This is an optimization exercise on Yosys and OpenROAD, whose aim is small area and a short achievable clock period, not a production implementation.
At most, simulation tests tie the RTL to the original design; equivalence was not proved.

== north ==
==> flow/design.v <==
`timescale 1ns/1ps
module wedge_fitter (
	input logic clock,
	input logic reset,
	input logic clear_status,
	input logic [22:0] data_in,  
	input logic ds,
	output logic hold,
	input logic out_re,
	output logic [22:0] data_out,  
	output logic out_valid,
	output logic out_empty,
	input logic nocut,
	input logic [12:0] chi2cut_value,
	output logic [4:0] wedge_status  
);
	logic [22:0] H;
	logic [22:0] S [15];
	logic [4:0] i_cnt, i_cnt_next;
	logic i_empty, i_has, i_one, i_full;  
	logic push_i, pop_i;
	logic [22:0] s_head;
	assign push_i = ds && !i_full;
	always_ff @(posedge clock)
	begin
		if (push_i)
		begin
			S[0] <= data_in;
			for (int k = 1; k < 15; k++)
				S[k] <= S[k-1];
		end
	end
	always_comb
	begin
		s_head = '0;
		for (int k = 0; k < 15; k++)
			s_head = s_head | (S[k] & {23{i_cnt == 5'(k + 2)}});
	end
	always_ff @(posedge clock)
	begin
		if (pop_i)
			H <= (!i_has || i_one) ? data_in : s_head;
		else if (!i_has)
			H <= data_in;
	end
	always_comb
	begin
		i_cnt_next = i_cnt;
		if (push_i && !pop_i)
			i_cnt_next = i_cnt + 5'd1;
		else if (pop_i && !push_i)
			i_cnt_next = i_cnt - 5'd1;
	end
	always_ff @(posedge clock)
	begin
		if (reset)
		begin
			i_cnt <= '0;
			i_empty <= 1'b1;
			i_has <= 1'b0;
			i_one <= 1'b0;
			i_full <= 1'b0;
			hold <= 1'b0;
		end
		else
		begin
			i_cnt <= i_cnt_next;
			i_empty <= (i_cnt_next == 5'd0);
			i_has <= (i_cnt_next != 5'd0);
			i_one <= (i_cnt_next == 5'd1);
			i_full <= (i_cnt_next == 5'd16);
			hold <= (i_cnt_next >= 5'd12);
		end
	end
	localparam logic [1:0] C_IDLE = 2'd0, C_ROAD = 2'd1, C_WAIT = 2'd2;
	logic [1:0] c_state, c_state_next;
	logic w_ee, w_ep;
	logic t_empty, t_full;
	logic f_idle;
	logic dv;  
	logic drained;
	logic start_road, cand_valid, handoff, invalid_road;
	assign w_ee = H[22];
	assign w_ep = H[21];
	assign drained = t_empty && f_idle && !dv;
	always_comb
	begin
		c_state_next = c_state;
		pop_i = 1'b0;
		start_road = 1'b0;
		cand_valid = 1'b0;
		handoff = 1'b0;
		invalid_road = 1'b0;
		case (c_state)
			C_IDLE:
			begin
				if (i_has && w_ee)
					c_state_next = C_WAIT;
				else if (i_has && !t_full)
				begin
					pop_i = 1'b1;
					if (w_ep)
						invalid_road = 1'b1;
					else
					begin
						start_road = 1'b1;
						c_state_next = C_ROAD;
					end
				end
			end
			C_ROAD:
			begin
				if (i_has && w_ee)
				begin
					invalid_road = 1'b1;
					c_state_next = C_WAIT;
				end
				else if (i_has && !t_full)
				begin
					pop_i = 1'b1;
					cand_valid = 1'b1;
					if (w_ep)
						c_state_next = C_IDLE;
				end
			end
			C_WAIT:
			begin
				if (i_has && drained)
				begin
					handoff = 1'b1;
					pop_i = 1'b1;
					c_state_next = C_IDLE;
				end
			end
			default: c_state_next = C_IDLE;
		endcase
	end
	always_ff @(posedge clock)
	begin
		if (reset)
			c_state <= C_IDLE;
		else
			c_state <= c_state_next;
	end
	logic [20:0] cur_road;
	logic cur_par;
	logic [12:0] best_chisq;
	logic [7:0] best_track;
	logic best_par;
	logic have_cand;
	logic take;
	logic par_h;
	logic pass_r;
	logic tpar_r;
	assign par_h = ^H[20:0];
	assign take = !have_cand || (H[20:8] < best_chisq);
	always_ff @(posedge clock)
	begin
		if (start_road)
		begin
			cur_road <= H[20:0];
			cur_par <= par_h;
		end
		if (cand_valid && take)
		begin
			best_chisq <= H[20:8];
			best_track <= H[7:0];
			best_par <= par_h;
		end
		if (cand_valid && w_ep)
		begin
			pass_r <= nocut || (take ? (H[20:8] <= chi2cut_value) : (best_chisq <= chi2cut_value));
			tpar_r <= !(cur_par ^ (take ? par_h : best_par));
		end
	end
	always_ff @(posedge clock)
	begin
		if (reset)
		begin
			have_cand <= 1'b0;
			dv <= 1'b0;
		end
		else
		begin
			dv <= cand_valid && w_ep;
			if (start_road)
				have_cand <= 1'b0;
			else if (cand_valid)
				have_cand <= 1'b1;
		end
	end
	logic [20:0] T_road [8];
	logic [20:0] T_fit [8];
	logic [3:0] t_cnt, t_cnt_next;
	logic t_push, t_pop;
	assign t_push = dv && pass_r;
	always_ff @(posedge clock)
	begin
		if (t_push)
		begin
			T_road[0] <= cur_road;
			T_fit[0] <= {best_chisq, best_track};
			for (int k = 1; k < 8; k++)
			begin
				T_road[k] <= T_road[k-1];
				T_fit[k] <= T_fit[k-1];
			end
		end
	end
	always_comb
	begin
		t_cnt_next = t_cnt;
		if (t_push && !t_pop)
			t_cnt_next = t_cnt + 4'd1;
		else if (t_pop && !t_push)
			t_cnt_next = t_cnt - 4'd1;
	end
	always_ff @(posedge clock)
	begin
		if (reset)
		begin
			t_cnt <= '0;
			t_empty <= 1'b1;
			t_full <= 1'b0;
		end
		else
		begin
			t_cnt <= t_cnt_next;
			t_empty <= (t_cnt_next == 4'd0);
			t_full <= (t_cnt_next == 4'd8);
		end
	end
	logic acc;
	logic [21:0] ee_hold;  
	always_ff @(posedge clock)
	begin
		if (reset || handoff)
			acc <= 1'b0;
		else if (t_push)
			acc <= acc ^ tpar_r;
	end
	always_ff @(posedge clock)
	begin
		if (handoff)
			ee_hold <= {H[21:9], acc, H[7:0]};
	end
	localparam logic [1:0] F_IDLE = 2'd0, F_TRK = 2'd1, F_EE = 2'd2;
	logic [1:0] f_state, f_state_next;
	logic o_full, o_empty, o_has;  
	logic o_push, o_pop;
	logic [22:0] out_word;
	assign f_idle = (f_state == F_IDLE);
	always_comb
	begin
		f_state_next = f_state;
		o_push = 1'b0;
		t_pop = 1'b0;
		case (f_state)
			F_IDLE:
			begin
				if (!t_empty)
				begin
					if (!o_full)
					begin
						o_push = 1'b1;
						f_state_next = F_TRK;
					end
				end
				else if (handoff)
					f_state_next = F_EE;
			end
			F_TRK:
			begin
				if (!o_full)
				begin
					o_push = 1'b1;
					t_pop = 1'b1;
					f_state_next = F_IDLE;
				end
			end
			F_EE:
			begin
				if (!o_full)
				begin
					o_push = 1'b1;
					f_state_next = F_IDLE;
				end
			end
			default: f_state_next = F_IDLE;
		endcase
	end
	always_ff @(posedge clock)
	begin
		if (reset)
			f_state <= F_IDLE;
		else
			f_state <= f_state_next;
	end
	logic [7:0] sel_road, sel_fit;
	logic sel_ee;
	logic [20:0] t_head;
	always_ff @(posedge clock)
	begin
		for (int k = 0; k < 8; k++)
		begin
			sel_road[k] <= !reset && f_state_next == F_IDLE && t_cnt_next == 4'(k + 1);
			sel_fit[k] <= !reset && f_state_next == F_TRK && t_cnt_next == 4'(k + 1);
		end
		sel_ee <= !reset && f_state_next == F_EE;
	end
	always_comb
	begin
		t_head = '0;
		for (int k = 0; k < 8; k++)
			t_head = t_head | (T_road[k] & {21{sel_road[k]}}) | (T_fit[k] & {21{sel_fit[k]}});
		out_word = {sel_ee, sel_ee ? ee_hold[21] : (f_state == F_TRK), t_head | (ee_hold[20:0] & {21{sel_ee}})};
	end
	logic [22:0] O [16];
	logic [4:0] o_cnt, o_cnt_next;
	logic [22:0] o_head;
	assign o_pop = out_re && o_has;
	always_ff @(posedge clock)
	begin
		if (o_push)
		begin
			O[0] <= out_word;
			for (int k = 1; k < 16; k++)
				O[k] <= O[k-1];
		end
	end
	always_comb
	begin
		o_cnt_next = o_cnt;
		if (o_push && !o_pop)
			o_cnt_next = o_cnt + 5'd1;
		else if (o_pop && !o_push)
			o_cnt_next = o_cnt - 5'd1;
	end
	always_ff @(posedge clock)
	begin
		if (reset)
		begin
			o_cnt <= '0;
			o_empty <= 1'b1;
			o_has <= 1'b0;
			o_full <= 1'b0;
			out_valid <= 1'b0;
		end
		else
		begin
			o_cnt <= o_cnt_next;
			o_empty <= (o_cnt_next == 5'd0);
			o_has <= (o_cnt_next != 5'd0);
			o_full <= (o_cnt_next == 5'd16);
			out_valid <= o_pop;
		end
	end
	always_comb
	begin
		o_head = '0;
		for (int k = 0; k < 16; k++)
			o_head = o_head | (O[k] & {23{o_cnt == 5'(k + 1)}});
	end
	always_ff @(posedge clock)
	begin
		data_out <= o_head;
	end
	assign out_empty = o_empty;
	logic in_ovf_seen, invalid_seen;
	always_ff @(posedge clock)
	begin
		if (clear_status || reset)
		begin
			in_ovf_seen <= 1'b0;
			invalid_seen <= 1'b0;
		end
		else
		begin
			in_ovf_seen <= in_ovf_seen | (ds && i_full);
			invalid_seen <= invalid_seen | invalid_road;
		end
	end
	assign wedge_status = {in_ovf_seen, 1'b0, invalid_seen, i_empty, o_empty};
endmodule
make LEC_CHECK=0 CAP_MARGIN=5 CORE_MARGIN=2 CORE_UTILIZATION=70 CTS_BUF_LIST=sky130_fd_sc_hd__clkbuf_16 CTS_CLUSTER_DIAMETER=60 CTS_CLUSTER_SIZE=30 SETUP_SLACK_MARGIN=4.2 SLEW_MARGIN=5 finish   # period 6.5 ns
run.sh (not shown) runs the stock make flow with config.mk's settings and CLKGATE_MAP_FILE= SYNTH_SCRIPT=/design/flow/synth_recipe.tcl, a recipe that flattens the netlist after the stock synthesis.
Modified inputs, south compared to north
diff --git a/flow/design.v b/flow/design.v
--- a/flow/design.v
+++ b/flow/design.v
@@ -14,13 +14,13 @@
 	input logic [12:0] chi2cut_value,
 	output logic [4:0] wedge_status  
 );
 	logic [22:0] H;
 	logic [22:0] S [15];
 	logic [4:0] i_cnt, i_cnt_next;
-	logic i_empty, i_has, i_one, i_full;  
+	logic i_empty, i_one, i_full;
 	logic push_i, pop_i;
 	logic [22:0] s_head;
 	assign push_i = ds && !i_full;
 	always_ff @(posedge clock)
 	begin
 		if (push_i)
@@ -36,14 +36,14 @@
 		for (int k = 0; k < 15; k++)
 			s_head = s_head | (S[k] & {23{i_cnt == 5'(k + 2)}});
 	end
 	always_ff @(posedge clock)
 	begin
 		if (pop_i)
-			H <= (!i_has || i_one) ? data_in : s_head;
-		else if (!i_has)
+			H <= (i_empty || i_one) ? data_in : s_head;
+		else if (i_empty)
 			H <= data_in;
 	end
 	always_comb
 	begin
 		i_cnt_next = i_cnt;
 		if (push_i && !pop_i)
@@ -54,22 +54,20 @@
 	always_ff @(posedge clock)
 	begin
 		if (reset)
 		begin
 			i_cnt <= '0;
 			i_empty <= 1'b1;
-			i_has <= 1'b0;
 			i_one <= 1'b0;
 			i_full <= 1'b0;
 			hold <= 1'b0;
 		end
 		else
 		begin
 			i_cnt <= i_cnt_next;
 			i_empty <= (i_cnt_next == 5'd0);
-			i_has <= (i_cnt_next != 5'd0);
 			i_one <= (i_cnt_next == 5'd1);
 			i_full <= (i_cnt_next == 5'd16);
 			hold <= (i_cnt_next >= 5'd12);
 		end
 	end
 	localparam logic [1:0] C_IDLE = 2'd0, C_ROAD = 2'd1, C_WAIT = 2'd2;
@@ -91,15 +89,15 @@
 		cand_valid = 1'b0;
 		handoff = 1'b0;
 		invalid_road = 1'b0;
 		case (c_state)
 			C_IDLE:
 			begin
-				if (i_has && w_ee)
+				if (!i_empty && w_ee)
 					c_state_next = C_WAIT;
-				else if (i_has && !t_full)
+				else if (!i_empty && !t_full)
 				begin
 					pop_i = 1'b1;
 					if (w_ep)
 						invalid_road = 1'b1;
 					else
 					begin
@@ -107,28 +105,28 @@
 						c_state_next = C_ROAD;
 					end
 				end
 			end
 			C_ROAD:
 			begin
-				if (i_has && w_ee)
+				if (!i_empty && w_ee)
 				begin
 					invalid_road = 1'b1;
 					c_state_next = C_WAIT;
 				end
-				else if (i_has && !t_full)
+				else if (!i_empty && !t_full)
 				begin
 					pop_i = 1'b1;
 					cand_valid = 1'b1;
 					if (w_ep)
 						c_state_next = C_IDLE;
 				end
 			end
 			C_WAIT:
 			begin
-				if (i_has && drained)
+				if (!i_empty && drained)
 				begin
 					handoff = 1'b1;
 					pop_i = 1'b1;
 					c_state_next = C_IDLE;
 				end
 			end
@@ -149,14 +147,34 @@
 	logic best_par;
 	logic have_cand;
 	logic take;
 	logic par_h;
 	logic pass_r;
 	logic tpar_r;
+	function automatic less13(input [12:0] a, input [12:0] b);
+		reg [15:0] lt, gt;
+		integer w, i;
+		begin
+			lt = '0;
+			gt = '0;
+			for (i = 0; i < 13; i = i + 1)
+			begin
+				lt[i] = !a[i] && b[i];
+				gt[i] = a[i] && !b[i];
+			end
+			for (w = 1; w < 16; w = w * 2)
+				for (i = 0; i + w < 16; i = i + 2 * w)
+				begin
+					lt[i] = lt[i + w] || (!gt[i + w] && lt[i]);
+					gt[i] = gt[i + w] || (!lt[i + w] && gt[i]);
+				end
+			less13 = lt[0];
+		end
+	endfunction
 	assign par_h = ^H[20:0];
-	assign take = !have_cand || (H[20:8] < best_chisq);
+	assign take = !have_cand || less13(H[20:8], best_chisq);
 	always_ff @(posedge clock)
 	begin
 		if (start_road)
 		begin
 			cur_road <= H[20:0];
 			cur_par <= par_h;
@@ -166,13 +184,13 @@
 			best_chisq <= H[20:8];
 			best_track <= H[7:0];
 			best_par <= par_h;
 		end
 		if (cand_valid && w_ep)
 		begin
-			pass_r <= nocut || (take ? (H[20:8] <= chi2cut_value) : (best_chisq <= chi2cut_value));
+			pass_r <= nocut || (take ? !less13(chi2cut_value, H[20:8]) : !less13(chi2cut_value, best_chisq));
 			tpar_r <= !(cur_par ^ (take ? par_h : best_par));
 		end
 	end
 	always_ff @(posedge clock)
 	begin
 		if (reset)
@@ -243,13 +261,13 @@
 	begin
 		if (handoff)
 			ee_hold <= {H[21:9], acc, H[7:0]};
 	end
 	localparam logic [1:0] F_IDLE = 2'd0, F_TRK = 2'd1, F_EE = 2'd2;
 	logic [1:0] f_state, f_state_next;
-	logic o_full, o_empty, o_has;  
+	logic o_full, o_empty;
 	logic o_push, o_pop;
 	logic [22:0] out_word;
 	assign f_idle = (f_state == F_IDLE);
 	always_comb
 	begin
 		f_state_next = f_state;
@@ -315,13 +333,13 @@
 			t_head = t_head | (T_road[k] & {21{sel_road[k]}}) | (T_fit[k] & {21{sel_fit[k]}});
 		out_word = {sel_ee, sel_ee ? ee_hold[21] : (f_state == F_TRK), t_head | (ee_hold[20:0] & {21{sel_ee}})};
 	end
 	logic [22:0] O [16];
 	logic [4:0] o_cnt, o_cnt_next;
 	logic [22:0] o_head;
-	assign o_pop = out_re && o_has;
+	assign o_pop = out_re && !o_empty;
 	always_ff @(posedge clock)
 	begin
 		if (o_push)
 		begin
 			O[0] <= out_word;
 			for (int k = 1; k < 16; k++)
@@ -339,21 +357,19 @@
 	always_ff @(posedge clock)
 	begin
 		if (reset)
 		begin
 			o_cnt <= '0;
 			o_empty <= 1'b1;
-			o_has <= 1'b0;
 			o_full <= 1'b0;
 			out_valid <= 1'b0;
 		end
 		else
 		begin
 			o_cnt <= o_cnt_next;
 			o_empty <= (o_cnt_next == 5'd0);
-			o_has <= (o_cnt_next != 5'd0);
 			o_full <= (o_cnt_next == 5'd16);
 			out_valid <= o_pop;
 		end
 	end
 	always_comb
 	begin
Results
The higher fill cell instance count of the final layout of south and north is in south. south against north: peak clock frequency supported by timing -2.1%, final core area utilization moved down, setup slack moved down. Re initial core utilization: north was higher than south. south vs. north: worst hold slack went down by 0.0041 ns. Fraction of final layout cells with drive strength greater than 1: south < north. Between south and north, final-layout clock-cell area share is lower for north, south comes in above that. Relative to north, the detailed-route via count measured on south has decreased by a few percent.
Only the layout flow was run in north; the RTL was not checked for function there.

==> port drivers added, routing unchanged <==
No port has a modelled driver above. Below, the same layouts with a new extraction and two added sets of constraints. Step 1 sets driving cells, clkbuf_16 on the clock port and buf_2 on the other inputs (assumed; they add their load-dependent delay and slew). Step 2 also shifts input and output timing later by t, the mid clock arrival at the registers, as if the neighbouring blocks saw the same clock. a / b / c = ideal / step 1 / step 2; a / b = the first two.
run | t (ns) | slack for setup (ns) | worst setup path after step 2 | clock arrival spread, ns | worst slew at a driven data input, ns
north | 0.731 | 4.047 / 3.982 / 3.545 | input to register | 0.052 / 0.052 | 0.05
south | 0.735 | 3.994 / 3.930 / 3.342 | input to register | 0.032 / 0.032 | 0.10
After both steps every run listed still meets setup and hold. For south, which loses most, drivers alone change the setup slack by -0.064 ns; drivers and shift together by -0.652 ns.
